This design comes from an exercise in tuning for small area, a short achievable clock period and few clock cycles on the open sky130 flow, not from production work. The RTL was checked by simulation tests, not by an equivalence proof against the original design. Power and IR drop assume default switching activity.

==> design/flow/design.v <==
package isa_pkg;
  localparam int OPCODE_W   = 6;
  localparam int FUNCT_W    = 6;
  localparam int REG_ADDR_W = 5;
  localparam int SHAMT_W    = 5;
  localparam int IMM_W      = 16;
  localparam int JIDX_W     = 26;   
  typedef enum logic [OPCODE_W-1:0] {
    OP_RTYPE = 6'h00,
    OP_J     = 6'h02,
    OP_BEQ   = 6'h04,
    OP_BNE   = 6'h05,
    OP_ADDIU = 6'h09,
    OP_SLTI  = 6'h0A,
    OP_ANDI  = 6'h0C,
    OP_ORI   = 6'h0D,
    OP_XORI  = 6'h0E,
    OP_LUI   = 6'h0F,
    OP_LW    = 6'h23,
    OP_SW    = 6'h2B
  } opcode_t;
  typedef enum logic [FUNCT_W-1:0] {
    F_SLL  = 6'h00,
    F_SRL  = 6'h02,
    F_JR   = 6'h08,
    F_ADDU = 6'h21,
    F_SUBU = 6'h23,
    F_AND  = 6'h24,
    F_OR   = 6'h25,
    F_XOR  = 6'h26,
    F_SLT  = 6'h2A
  } funct_t;
endpackage
package cpu_pkg;
  typedef enum logic [2:0] {
    S_FETCH,
    S_DECODE,
    S_EXEC,
    S_MEM,
    S_WB,
    S_HALT
  } state_t;
  typedef enum logic [3:0] {
    A_ADD, A_SUB, A_AND, A_OR, A_XOR, A_SLT, A_SLL, A_SRL, A_LUI
  } alu_op_t;
endpackage
module regfile (
  input  logic        clk,
  input  logic        rst_i,
  input  logic        wen_i,
  input  logic [31:1] sel_1_i, sel_2_i,
  input  logic [4:0]  addr_3_i,
  input  logic [31:0] write_data_3_i,
  output logic [31:0] read_data_1_o, read_data_2_o, v0_o
);
  logic [31:0] regs [1:31];
  logic [31:1] valid_q;
  logic [31:1] we;
  logic [31:0] raw_1, raw_2;
  logic        valid_1, valid_2;
  always_comb begin
    for (int i = 1; i < 32; i++) we[i] = wen_i && (addr_3_i == 5'(i));
  end
  always_ff @(posedge clk) begin
    for (int i = 1; i < 32; i++) begin
      if (we[i]) regs[i] <= write_data_3_i;
    end
  end
  always_ff @(posedge clk) begin
    if (rst_i) valid_q <= '0;
    else valid_q <= valid_q | we;
  end
  always_comb begin
    raw_1 = '0;
    raw_2 = '0;
    for (int i = 1; i < 32; i++) begin
      raw_1 = raw_1 | ({32{sel_1_i[i]}} & regs[i]);
      raw_2 = raw_2 | ({32{sel_2_i[i]}} & regs[i]);
    end
  end
  assign valid_1 = |(sel_1_i & valid_q);
  assign valid_2 = |(sel_2_i & valid_q);
  assign read_data_1_o = {32{valid_1}} & raw_1;
  assign read_data_2_o = {32{valid_2}} & raw_2;
  assign v0_o          = {32{valid_q[2]}} & regs[2];
endmodule
module alu (
  input  logic [2:0]  sel_i,
  input  logic        sub_i,
  input  logic        shift_i,
  input  logic        shift_right_i,
  input  logic [4:0]  shamt_i,
  input  logic [31:0] a_i, b_i,
  output logic [31:0] sum_o,
  output logic [31:0] result_o
);
  logic [31:0] b_x, shin, shl, shres;
  logic [32:0] sum_c;
  logic        slt;
  assign b_x   = b_i ^ {32{sub_i}};
  assign sum_c = {a_i, 1'b1} + {b_x, sub_i};
  assign sum_o = sum_c[32:1];
  assign slt   = (a_i[31] ^ b_i[31]) ? a_i[31] : sum_o[31];
  always_comb begin
    for (int i = 0; i < 32; i++) shin[i] = shift_right_i ? b_i[31-i] : b_i[i];
  end
  assign shl = shin << shamt_i;
  always_comb begin
    for (int i = 0; i < 32; i++) shres[i] = shift_right_i ? shl[31-i] : shl[i];
  end
  always_comb begin
    if (shift_i) result_o = shres;
    else begin
      case (sel_i)
        3'b010:  result_o = {31'd0, slt};
        3'b100:  result_o = a_i & b_i;
        3'b101:  result_o = a_i | b_i;
        3'b110:  result_o = a_i ^ b_i;
        3'b111:  result_o = {b_i[15:0], 16'h0000};
        default: result_o = sum_o;
      endcase
    end
  end
endmodule
module mips_cpu_bus #(
  parameter logic [31:0] RESET_VECTOR = 32'hBFC00000
) (
  input  logic        clk,
  input  logic        rst_i,
  output logic        active_o,
  output logic [31:0] register_v0_o,
  output logic [31:0] address_o,
  output logic        write_o,
  output logic        read_o,
  input  logic        waitrequest_i,
  output logic [31:0] writedata_o,
  input  logic [31:0] readdata_i
);
  logic        started_q, halted_q, ir_v_q, mem_pend_q, mem_wr_q;
  logic [31:0] ir_q, wdata_q, res_q;
  logic [31:1] sel_1_q, sel_2_q;   
  logic        fwd_1_q, fwd_2_q;   
  logic        w_v_q;              
  logic [4:0]  w_dest_q;
  logic [29:0] pc_q, daddr_q;      
  logic [5:0]  op, fn;
  logic [4:0]  rs, rt, rd, shamt;
  logic [15:0] imm;
  logic        is_mem, is_store, is_imm, is_r, is_j, is_br, is_jr, is_shift, is_ctl, writes;
  logic [2:0]  sel;
  logic        sub;
  assign op    = ir_q[31:26];
  assign rs    = ir_q[25:21];
  assign rt    = ir_q[20:16];
  assign rd    = ir_q[15:11];
  assign shamt = ir_q[10:6];
  assign fn    = ir_q[5:0];
  assign imm   = ir_q[15:0];
  assign is_mem   = op[5];
  assign is_store = op[5] & op[3];
  assign is_imm   = ~op[5] & op[3];
  assign is_r     = ~op[5] & ~op[3] & ~op[2] & ~op[1];
  assign is_j     = ~op[5] & ~op[3] & ~op[2] & op[1];
  assign is_br    = ~op[5] & ~op[3] & op[2];
  assign is_jr    = is_r & ~fn[5] & fn[3];
  assign is_shift = is_r & ~fn[5] & ~fn[3];
  assign is_ctl   = is_br | is_j | is_jr;
  assign writes   = is_imm | (is_r & ~fn[3]) | (is_r & fn[5]);
  assign sel      = is_r ? fn[2:0] : op[2:0];
  assign sub      = ~op[5] & sel[1] & ~sel[2];
  logic go, do_mem, do_exec, do_fetch, stall, adv;
  logic halt_jump;
  assign go       = started_q & ~halted_q;
  assign do_mem   = go & mem_pend_q;
  assign do_exec  = go & ~mem_pend_q & ir_v_q;
  assign do_fetch = go & ~mem_pend_q & ~(ir_v_q & is_ctl);
  assign read_o      = do_fetch | (do_mem & ~mem_wr_q);
  assign write_o     = do_mem & mem_wr_q;
  assign address_o   = {mem_pend_q ? daddr_q : pc_q, 2'b00};
  assign writedata_o = wdata_q;
  assign stall       = waitrequest_i & (read_o | write_o);
  assign adv         = ~stall;
  assign active_o    = ~halted_q;
  logic [31:0] a_rf, b_rf, a, b_reg, b, alu_res, sum;
  logic [4:0]  wa;
  logic        ld_done;
  assign a     = fwd_1_q ? res_q : a_rf;
  assign b_reg = fwd_2_q ? res_q : b_rf;
  assign b     = is_r ? b_reg : {{16{imm[15] & ~op[2]}}, imm};
  assign wa    = is_r ? rd : rt;
  regfile u_regfile (
    .clk(clk), .rst_i(rst_i), .wen_i(w_v_q), .sel_1_i(sel_1_q), .sel_2_i(sel_2_q),
    .addr_3_i(w_dest_q), .write_data_3_i(res_q), .read_data_1_o(a_rf),
    .read_data_2_o(b_rf), .v0_o(register_v0_o)
  );
  alu u_alu (
    .sel_i(sel), .sub_i(sub), .shift_i(is_shift), .shift_right_i(fn[1]), .shamt_i(shamt),
    .a_i(a), .b_i(b), .sum_o(sum), .result_o(alu_res)
  );
  logic [29:0] br_target, j_target, ctl_target;
  logic        taken;
  assign br_target  = pc_q + {{14{imm[15]}}, imm};   
  assign j_target   = {pc_q[29:26], ir_q[25:0]};
  assign taken      = is_br & ((a == b_reg) ^ op[0]);
  assign halt_jump  = (is_j & (j_target == 30'd0)) | (is_jr & (a == 32'd0));
  assign ctl_target = is_j ? j_target : (is_jr ? a[31:2] : br_target);
  always_ff @(posedge clk) begin
    if (rst_i) begin
      started_q  <= 1'b0;
      halted_q   <= 1'b0;
      ir_v_q     <= 1'b0;
      mem_pend_q <= 1'b0;
      w_v_q      <= 1'b0;
      pc_q       <= RESET_VECTOR[31:2];
    end else begin
      started_q <= 1'b1;
      if (do_exec & halt_jump) halted_q <= 1'b1;
      if (do_fetch & adv) begin
        ir_v_q <= 1'b1;
        pc_q   <= pc_q + 30'd1;
      end else if (do_exec & is_ctl) begin
        ir_v_q <= 1'b0;
        if (is_j | is_jr | taken) pc_q <= ctl_target;
      end
      if (do_mem & adv) mem_pend_q <= 1'b0;
      else if (do_exec & is_mem & adv) mem_pend_q <= 1'b1;
      if (adv) w_v_q <= (do_exec & writes) | (do_mem & ~mem_wr_q);
    end
  end
  always_ff @(posedge clk) begin
    if (do_mem & adv) begin
      fwd_1_q <= ~mem_wr_q & (rs == w_dest_q) & (rs != 5'd0);
      fwd_2_q <= ~mem_wr_q & (rt == w_dest_q) & (rt != 5'd0);
    end else if (do_fetch & adv) begin
      fwd_1_q <= do_exec & writes & (readdata_i[25:21] == wa) & (wa != 5'd0);
      fwd_2_q <= do_exec & writes & (readdata_i[20:16] == wa) & (wa != 5'd0);
    end
  end
  always_ff @(posedge clk) begin
    if (do_fetch & adv) begin
      ir_q <= readdata_i;
      for (int i = 1; i < 32; i++) begin
        sel_1_q[i] <= (readdata_i[25:21] == 5'(i));
        sel_2_q[i] <= (readdata_i[20:16] == 5'(i));
      end
    end
    if (do_exec & writes & adv) begin
      res_q    <= alu_res;
      w_dest_q <= wa;
    end else if (do_mem & ~mem_wr_q & adv) begin
      res_q <= readdata_i;
    end
    if (do_exec & is_mem & adv) begin
      daddr_q  <= sum[31:2];
      wdata_q  <= b_reg;
      mem_wr_q <= is_store;
      if (~is_store) w_dest_q <= rt;
    end
  end
endmodule
==> design/flow/run.sh <==
#!/bin/bash
# synth_recipe.tcl (not shown) runs the flow's synth.tcl, then flattens the netlist and writes it again
# the make line also repeats each setting of config.mk as NAME=value (left out here)
make -C /OpenROAD-flow-scripts/flow DESIGN_CONFIG=/design/flow/config.mk WORK_HOME=/design/flow/orfs CLKGATE_MAP_FILE= SYNTH_SCRIPT=/design/flow/synth_recipe.tcl finish
==> design/flow/config.mk <==
export PLATFORM = sky130hd
export DESIGN_NAME = mips_cpu_bus
export DESIGN_NICKNAME = mips_cpu_bus
export VERILOG_FILES = /design/flow/design.v
export SDC_FILE = /design/flow/constraint.sdc
export NUM_CORES = 4
export LEC_CHECK = 0
export CAP_MARGIN = 40
export CORE_MARGIN = 2
export CORE_UTILIZATION = 30
export PLACE_DENSITY = 0.55
export SETUP_SLACK_MARGIN = 5
export SLEW_MARGIN = 30
==> design/flow/constraint.sdc <==
create_clock -name core_clock -period 12.0 [get_ports {clk}]
set_input_delay 2.4000 -clock core_clock [delete_from_list [all_inputs] [get_ports {clk}]]
set_output_delay 2.4000 -clock core_clock [all_outputs]
set_load 0.01 [all_outputs]
==> notes.md <==
==> cell usage in the layout, fill, tap and decap left out, types with 35 or more instances in the layout <==
cell type        netlist  routed
nor2_1               369     336
a21oi_1              205     199
and3_1                42      42
xnor2_1               89      89
and2_1                46      46
inv_1                 97      95
o21ai_1               37      35
nor3_1                71      63
dfxtp_1               71      69
nand2_1              159     156
nand3_1              148     147
a22oi_1              601     601
clkbuf_16              0     140
a22o_1               190     190
a21o_1                45      45
mux2i_1               43      43
ha_1                 125     125
a221oi_1             182     182
nand4_1              150     150
mux2_2                41      41
buf_4                  6     249
clkdlybuf4s50_1        0     130
edfxtp_1            1182    1182
a222oi_1              67      67
o21ai_0               92      92
xor2_1                52      52
==> flip-flops by register name, summed over array words and instances, names as in the netlist, 5 cells and up <==
name and flops:
wdata_q 32, sel_2_q 31, u_regfile.valid_q 31, daddr_q 30
u_regfile.regs 992, pc_q 30, w_dest_q 5, sel_1_q 31
ir_q 31, res_q 32
==> repair_timing <==
action / 4_1_cts / 5_1_grt
buffers inserted: 0 / 11
endpoints found under the setup margin: 3 / 8
hold buffers: 0 / 0
gates resized for setup: 1 / 8
pin swaps: 0 / 1
==> layout make-up <==
type	count	area, sq um
antenna	5	12.5
clock buffer	164	3610
clock inverter	81	882
fill	19700	131000
inverter	116	438
multi-input combinational	3179	23200
sequential	1253	36900
tap	2688	3360
timing repair buffer	448	4360
==> cell usage after synthesis, drive strengths merged, types with 67 or more instances <==
master	number	area, sq um
nand2	159	597
a22oi	601	4510
nand3	148	741
xnor2	89	780
o21ai	129	646
a221oi	189	1700
nand4	150	938
clkbuf	266	998
inv	113	424
a21oi	206	1030
nor2	370	1400
buf	75	367
nor3	72	365
ha	125	1560
dfxtp	71	1420
edfxtp	1182	35500
a22o	190	1660
a222oi	67	671
==> metrics by stage <==
stage,cells,cell area [sq um],power [W]
floorplan,4889,61500,0.00538
global placement,7609,66900,0.00578
detailed placement,7663,68000,0.00578
CTS,7908,72500,0.0100
global route,7929,72700,0.0103
finish,7934,72700,0.0101
==> report_power, final <==
| group | switching [W] | internal (W) | leakage, nW |
|---|---|---|---|
| registers | 0.0000487 | 0.00477 | 11.3 |
| clock network | 0.00191 | 0.00241 | 2.19 |
| logic | 0.000645 | 0.000289 | 10.8 |
==> worst max-delay path by stage <==
stage | endpoint | depth (start not counted)
after floorplan | pc_q[22] | 8
after global placement | res_q[29] | 22
after detailed placement | res_q[31] | 22
after CTS | res_q[31] | 22
after global routing | res_q[31] | 22
final | res_q[31] | 22
==> layer usage <==
layer | vias up | track usage
li1 | 20500 | -
met2 | 5583 | 0.448
met3 | 1662 | 0.128
met5 | - | 0.00253
met4 | 24 | 0.189
met1 | 26800 | 0.374
==> worst min-delay path, stage by stage (launching register included) <==
cell     delay, ps
dfxtp_1        290
inv_1           80
a21oi_1         60
==> cell families after synthesis <==
| group | count (synthesis) | share of synthesized area |
|---|---|---|
| AOI/OAI and AO/OA | 1687 | 0.210 |
| DFF | 1253 | 0.601 |
| other | 1 | 0.0000610 |
| muxes | 114 | 0.0251 |
| buffers and inverters | 457 | 0.0293 |
| adders and majority gates | 126 | 0.0258 |
| xor gates and xnor gates | 141 | 0.0201 |
| and+or+nand+nor | 1109 | 0.0888 |
==> impl_metrics.yaml <==
clock_tree:
  htree_num_levels: 4
  cts_root_buf: "clkbuf_16"
  clock-sinks: 1253
  clkSlewWorstSetupHoldPaths_ps: 60
  cts_tree: "done"
  clockBufferDepth: 3
  cts_buffers: 136
  clock_latency_ps: 840
critical_path:
  cp_slowest_cell: "a2bb2oi_2"
  rr_worst_depth: 22
  cp_max_fo: 32
  regToRegEndpoint: "res_q[31]"
  crit_start: "sel_1_q[17]"
  critical_path.top_delay_family: "compound AO/OA/AOI/OAI gates"
  crit_path_start_kind: "flop"
  endpoint_kind: "flop"
  critPathArrivalTime_ps: 7460
  reg2reg_slack_ps: 5200
  r2r-start: "sel_1_q[17]"
  path_class: "reg -> reg"
  cp.required_ps: 12660
  path_buf_inv: 4
  cp_slowest_stage_delay_ps: 590
  worstPathCellList: "buf_4 > buf_4 > a222oi_1 > nand3_1 > o41ai_4 > buf_8 > a2bb2oi_2 > inv_1 > ha_1 > nand2_1 > a21o_1 > a21oi_1 > nand3_1 > a211o_1 > o21bai_1 > nand3_1 > a21oi_1 > or3_1 > a31oi_2 > mux2i_1 > a21oi_1 > o21ai_1"
timing:
  min_period_ps: 6800
  tightest_slew_ps: 1040
  slew_viol_final: 0
  fin_crit_sh: 0.566
  finalSetupViolations: 0
  fin_tns_setup_ps: 0
  rsz0062_at_grt: "false"
  finClkSkew_ps: 63.4
  finalHoldViolCount: 0
  worst_slack_ps: 5200
  max_clock_freq_mhz: 147
  whs_ps: 486
  slew_headroom: 0.310
drt:
  drtIter0Drc: 12800
  firstDrtPassIters: 14
  drt-total-wl_mm: 333
  ant_nets: 0
  drc: 0
  wl_per_cell_microns: 41.9
  dr_wl_met2_mm: 138
  vias_per_cell: 6.88
  vias: 54600
  top_layer: "met5"
  met1Wirelength_mm: 117
  wl_met3_mm: 50.5
die:
  die_h_microns: 457
  die_area_sq_mm: 0.208
  die_w_microns: 457
  coreArea_sq_mm: 0.204
  placementRows: 166
  io_pins: 134
  initial_core_util: 0.301
power_and_ir_drop:
  ir_drop_uv: 162
  power_per_cell_area_mw_per_mm2: 138
  power_leakage_nw: 24.3
worst_hold_path:
  min_path_cells: 2
  hold_class: "reg -> reg"
  holdPathEnd: "halted_q"
  min_from: "halted_q"
place:
  hpwl_mm: 211
  io_buffers: 131
  finalWeightedCongestion: 1.03
  dpl_worst_slack_ps: 4940
final_layout:
  area_delta_synth_final_pct: 18.4
  post-route-util: 0.356
  drive_gt1_frac: 0.136
  nets: 5295
logic_synthesis:
  yosys_register_bits: 1253
  synth_edf_count: 1182
  netlist_instances: 4888
  ys_seq_area_frac: 0.601
  yosysWarnings: 4
  ys.flop_type: "edfxtp_1"
  avgSynthCellArea_sq_um: 12.6
  synth_area_sq_mm: 0.0615
  ys_types: 99
  synthArstFlopShare: 0
global_route:
  grt_pass1_vias: 51000
  grt_pass1_wl_mm: 442
  grt_max_degree: 64
  grt_usage: 0.307
  antenna_found_initial: 21
  grt-ovfl-total: 0
run_status:
  status: "no timing/DRC/antenna violations"
job:
  maxCapViolations: 0
Testbench counts, summed over its fixed seeds: cycles 74,021.

==> afterwards: timing with drivers on the ports <==
How much do the figures lean on ideal ports? The routed layout below was timed once more, with nothing changed but the port constraints.
Step 1: set_driving_cell puts a clkbuf_16 on clk and a buf_2 on each other input, an assumption about the parent block.
Step 2 also shifts input and output timing later by t, the mid clock arrival at the registers, as if the neighbouring blocks saw the same clock.
Slacks: ideal / step 1 / step 2; pairs: ideal / step 1.
t (ns): 0.897
setup slack, ns: 5.204 / 5.204 / 5.204
latest minus earliest clock arrival (ns): 0.065 / 0.065
After both steps this run still meets setup and hold. The setup slack of this run moves by 0.000 ns with the drivers and by 0.000 ns with both steps.
